Context: an optimization exercise on an open-source flow, tuned for small area, a short achievable clock period and few clock cycles. The choices shown serve that exercise and are no tape-out recipe. In this exercise RTL edits were held to simulation tests only and were not proved equivalent to the original. No activity file was given, so power comes from the tool's default toggle rates.

== tundra ==
==> flow/design.v <==
package wpbp_pkg;
    localparam int MAX_RADIUS_DEF = 31;
    localparam int PROB_BITS_DEF  = 16;
    localparam int RADIUS_W   = 5;
    localparam int THRESH_RESET = 32768;
    localparam logic [RADIUS_W-1:0] RADIUS_RESET = 5'd2;
    localparam int CFG_IDX_W = 1;
    typedef enum logic [CFG_IDX_W-1:0] {
        CFG_THRESHOLD = 1'b0,
        CFG_RADIUS    = 1'b1
    } t_cfg_idx;
endpackage
module wpbp_cell #(
    parameter int PROB_BITS = wpbp_pkg::PROB_BITS_DEF
) (
    input  logic                 i_clk,
    input  logic                 i_shift,
    input  logic [PROB_BITS-1:0] i_nb_key,
    input  logic [PROB_BITS-1:0] i_new_key,
    input  logic                 i_in_win,
    output logic [PROB_BITS-1:0] o_key,
    output logic                 o_lok
);
    logic [PROB_BITS-1:0] r_key;
    always_ff @(posedge i_clk) begin
        if (i_shift) begin
            r_key <= i_nb_key;
        end
    end
    assign o_key = r_key;
    assign o_lok = !i_in_win || (i_new_key > r_key);
endmodule
module windowed_peak_boundary_picker_core #(
    parameter int MAX_RADIUS = wpbp_pkg::MAX_RADIUS_DEF,
    parameter int PROB_BITS  = wpbp_pkg::PROB_BITS_DEF,
    localparam int CFG_W     = (PROB_BITS > wpbp_pkg::RADIUS_W) ? PROB_BITS
                                                                 : wpbp_pkg::RADIUS_W
) (
    input  logic                            i_clk,
    input  logic                            i_rst_n,
    input  logic                            i_cfg_we,
    input  logic [wpbp_pkg::CFG_IDX_W-1:0]  i_cfg_idx,
    input  logic [CFG_W-1:0]                i_cfg_data,
    input  logic                            i_in_valid,
    output logic                            o_in_stall,
    input  logic [PROB_BITS-1:0]            i_prob,
    input  logic                            i_barrier,
    input  logic                            i_valid_req,
    input  logic                            i_seq_last,
    output logic                            o_out_valid,
    input  logic                            i_out_stall,
    output logic                            o_boundary,
    output logic                            o_seq_end,
    output logic                            o_run_end
);
    localparam int NS = MAX_RADIUS;           
    localparam int RW = wpbp_pkg::RADIUS_W;
    localparam int PW = PROB_BITS;
    localparam logic [RW-1:0] NONE = '1;      
    logic [PW-1:0] r_thresh;
    logic [RW-1:0] r_radius;
    logic [RW-1:0] w_radius_wr;
    assign w_radius_wr = (i_cfg_data[RW-1:0] > RW'(MAX_RADIUS)) ? RW'(MAX_RADIUS)
                                                                : i_cfg_data[RW-1:0];
    always_ff @(posedge i_clk) begin
        if (!i_rst_n) begin
            r_thresh <= PW'(wpbp_pkg::THRESH_RESET);
            r_radius <= wpbp_pkg::RADIUS_RESET;
        end else if (i_cfg_we) begin
            case (i_cfg_idx)
                wpbp_pkg::CFG_THRESHOLD: r_thresh <= i_cfg_data[PW-1:0];
                wpbp_pkg::CFG_RADIUS:    r_radius <= w_radius_wr;
                default:                 r_thresh <= r_thresh;
            endcase
        end
    end
    logic          r_hold;                    
    logic          w_en;
    logic          a_v, a_top, a_real, a_last;
    logic [PW-1:0] a_key;
    logic [RW-1:0] r_lim;                     
    logic [RW-1:0] r_tidx;                    
    logic          b_v, b_top, b_pass, b_last, b_rel, b_blk;
    logic [NS-1:0] b_lok;
    logic [RW-1:0] b_lim;
    logic          c_v, c_top;
    logic [RW-1:0] c_s;
    logic          q0_v, q1_v;
    logic [RW-1:0] q0_rem, q1_rem;
    logic          q0_hv, q1_hv;
    logic [RW-1:0] q0_hit, q1_hit;
    logic          q0_seq, q1_seq;
    logic          o_v, o_b, o_se, o_re;
    assign w_en = !r_hold;
    always_ff @(posedge i_clk) begin
        if (!i_rst_n) begin
            a_v <= 1'b0;
        end else if (w_en) begin
            a_v <= i_in_valid;
        end
    end
    always_ff @(posedge i_clk) begin
        if (w_en) begin
            a_top  <= !i_valid_req || i_barrier;
            a_real <= i_valid_req;
            a_last <= i_seq_last;
            a_key  <= i_prob | {PW{!i_valid_req || i_barrier}};
        end
    end
    logic          w_shift;
    logic [NS:0][PW-1:0] w_k;
    logic [NS-1:0] w_lok;
    assign w_shift = w_en && a_v;
    assign w_k[0]  = a_key;
    for (genvar j = 0; j < NS; j++) begin : g_slot
        wpbp_cell #(
            .PROB_BITS (PW)
        ) u_slot (
            .i_clk     (i_clk),
            .i_shift   (w_shift),
            .i_nb_key  (w_k[j]),
            .i_new_key (a_key),
            .i_in_win  (RW'(j) < r_lim),
            .o_key     (w_k[j+1]),
            .o_lok     (w_lok[j])
        );
    end
    always_ff @(posedge i_clk) begin
        if (!i_rst_n) begin
            r_lim  <= '0;
            r_tidx <= NONE;
        end else if (w_shift) begin
            if (a_last) begin
                r_lim  <= '0;
                r_tidx <= NONE;
            end else begin
                r_lim  <= (r_lim >= r_radius) ? r_radius : r_lim + RW'(1);
                r_tidx <= a_top ? '0 : (r_tidx == NONE) ? NONE : r_tidx + RW'(1);
            end
        end
    end
    always_ff @(posedge i_clk) begin
        if (!i_rst_n) begin
            b_v <= 1'b0;
        end else if (w_en) begin
            b_v <= a_v;
        end
    end
    always_ff @(posedge i_clk) begin
        if (w_en) begin
            b_top  <= a_top;
            b_pass <= a_real && (a_key >= r_thresh);
            b_last <= a_last;
            b_rel  <= (r_lim == r_radius);
            b_blk  <= (r_tidx < r_lim);
            b_lok  <= w_lok;
            b_lim  <= r_lim;
        end
    end
    logic          w_left_ok, w_newc, w_beaten, w_alive, w_r0, w_relc;
    logic          w_ev, w_push;
    logic [RW-1:0] w_ev_rem, w_ev_hit;
    logic          w_ev_hv, w_ev_seq;
    assign w_r0      = (r_radius == '0);
    assign w_left_ok = b_top ? !b_blk : &b_lok;
    assign w_newc    = b_pass && w_left_ok;
    assign w_beaten  = b_top ? !c_top : b_lok[c_s];
    assign w_alive   = c_v && !w_beaten;
    assign w_relc    = w_alive && (c_s == r_radius - RW'(1));
    assign w_ev      = b_v && (b_last || b_rel);
    assign w_push    = w_en && w_ev;
    always_comb begin
        if (b_last) begin
            w_ev_rem = b_lim;
            w_ev_hv  = w_newc || w_alive;
            w_ev_hit = w_newc ? '0 : c_s + RW'(1);
            w_ev_seq = 1'b1;
        end else begin
            w_ev_rem = '0;
            w_ev_hv  = w_r0 ? w_newc : w_relc;
            w_ev_hit = '0;
            w_ev_seq = 1'b0;
        end
    end
    always_ff @(posedge i_clk) begin
        if (!i_rst_n) begin
            c_v <= 1'b0;
        end else if (w_en && b_v) begin
            if (b_last) begin
                c_v <= 1'b0;
            end else if (w_newc && !w_r0) begin
                c_v <= 1'b1;
            end else if (!(w_alive && !w_relc)) begin
                c_v <= 1'b0;
            end
        end
    end
    always_ff @(posedge i_clk) begin
        if (w_en && b_v) begin
            if (w_newc) begin
                c_s   <= '0;
                c_top <= b_top;
            end else begin
                c_s   <= c_s + RW'(1);
            end
        end
    end
    logic w_out_free, w_emit, w_pop, w_to_q0;
    logic n_q0_v, n_q1_v;
    assign w_out_free = !o_v || !i_out_stall;
    assign w_emit     = q0_v && w_out_free;
    assign w_pop      = w_emit && (q0_rem == '0);
    assign w_to_q0    = !q0_v || (w_pop && !q1_v);
    always_comb begin
        n_q0_v = q0_v;
        n_q1_v = q1_v;
        if (w_pop) begin
            n_q0_v = q1_v;
            n_q1_v = 1'b0;
        end
        if (w_push) begin
            if (w_to_q0) n_q0_v = 1'b1;
            else         n_q1_v = 1'b1;
        end
    end
    always_ff @(posedge i_clk) begin
        if (!i_rst_n) begin
            q0_v <= 1'b0;
            q1_v <= 1'b0;
        end else begin
            q0_v <= n_q0_v;
            q1_v <= n_q1_v;
        end
    end
    always_ff @(posedge i_clk) begin
        if (w_push && w_to_q0) begin
            q0_rem <= w_ev_rem;
            q0_hv  <= w_ev_hv;
            q0_hit <= w_ev_hit;
            q0_seq <= w_ev_seq;
        end else if (w_pop) begin
            q0_rem <= q1_rem;
            q0_hv  <= q1_hv;
            q0_hit <= q1_hit;
            q0_seq <= q1_seq;
        end else if (w_emit) begin
            q0_rem <= q0_rem - RW'(1);
        end
        if (w_push && !w_to_q0) begin
            q1_rem <= w_ev_rem;
            q1_hv  <= w_ev_hv;
            q1_hit <= w_ev_hit;
            q1_seq <= w_ev_seq;
        end
    end
    logic n_b_v, n_b_ev;
    assign n_b_v  = w_en ? a_v : b_v;
    assign n_b_ev = w_en ? (a_last || (r_lim == r_radius)) : (b_last || b_rel);
    always_ff @(posedge i_clk) begin
        if (!i_rst_n) begin
            r_hold <= 1'b0;
        end else begin
            r_hold <= n_b_v && n_b_ev && n_q1_v;
        end
    end
    always_ff @(posedge i_clk) begin
        if (!i_rst_n) begin
            o_v <= 1'b0;
        end else if (w_out_free) begin
            o_v <= q0_v;
        end
    end
    always_ff @(posedge i_clk) begin
        if (w_emit) begin
            o_b  <= q0_hv && (q0_rem == q0_hit);
            o_re <= (q0_rem == '0);
            o_se <= q0_seq && (q0_rem == '0);
        end
    end
    assign o_in_stall  = r_hold;
    assign o_out_valid = o_v;
    assign o_boundary  = o_b;
    assign o_seq_end   = o_se;
    assign o_run_end   = o_re;
endmodule
clock: 6.0 ns
lec_check: 0
cap_margin: 20
core_margin: 2
core_utilization: 40
slew_margin: 20
run.sh (not shown) runs the stock make flow with config.mk's settings and CLKGATE_MAP_FILE= SYNTH_SCRIPT=/design/flow/synth_recipe.tcl, a recipe that flattens the netlist after the stock synthesis.
Testbench counts of tundra, summed over its fixed seeds: cycles 32,558.
diff inputs: tundra => juniper
- SETUP_SLACK_MARGIN: unset -> 3.6
- ABC_CLOCK_PERIOD_IN_PS: unset -> 2400
==> comparison <==
Between juniper and tundra, the detailed-route wire length is lower for tundra. Relative to tundra, the power density relative to cell area measured on juniper has decreased by a few percent. In juniper relative to tundra, maximum frequency had gone up by more than a quarter. juniper vs tundra: critical path depth up.
What ember does differently from juniper at the input level:
- ABC_CLOCK_PERIOD_IN_PS: 2400 -> unset
- SETUP_SLACK_MARGIN: 3.6 -> 3.2
Measured against ember, the power per cell area of juniper comes out at 0.949 times the reference value.
ember vs. juniper: portion of the layout cell area used by non-clock buffers dropped 2.4 points, fraction of power consumed by the clock network climbed 1.5 points, final non-filler cell total dropped about 1.8%.

afterwards: timing with drivers on the ports:
How much do the figures lean on ideal ports? The routed layouts below were timed once more, with nothing changed but the port constraints. Step 1: set_driving_cell puts a clkbuf_16 on i_clk and a buf_2 on each other input, an assumption about the parent block. Step 2 moves the port delays by t, midway between the first and last clock arrival at a register: inputs arrive t later, outputs are due t later. That takes back most of the time a late clock gives input paths. Slacks: no drivers / after step 1 / after step 2; pairs: no drivers / after step 1.
run	shift t [ns]	setup slack, ns	worst setup path after step 2	worst register clock-pin slew, ns	cell pins on the clock port's net
tundra	0.663	2.633 / 2.633 / 2.054	input to register	0.07 / 0.07	1
juniper	0.667	3.472 / 3.472 / 2.952	input to register	0.06 / 0.06	1
ember	0.665	3.281 / 3.220 / 2.761	input to register	0.07 / 0.07	1
After both steps setup and hold are still met in every run listed. For tundra, which loses most, drivers alone change the setup slack by 0.000 ns; drivers and shift together by -0.579 ns.
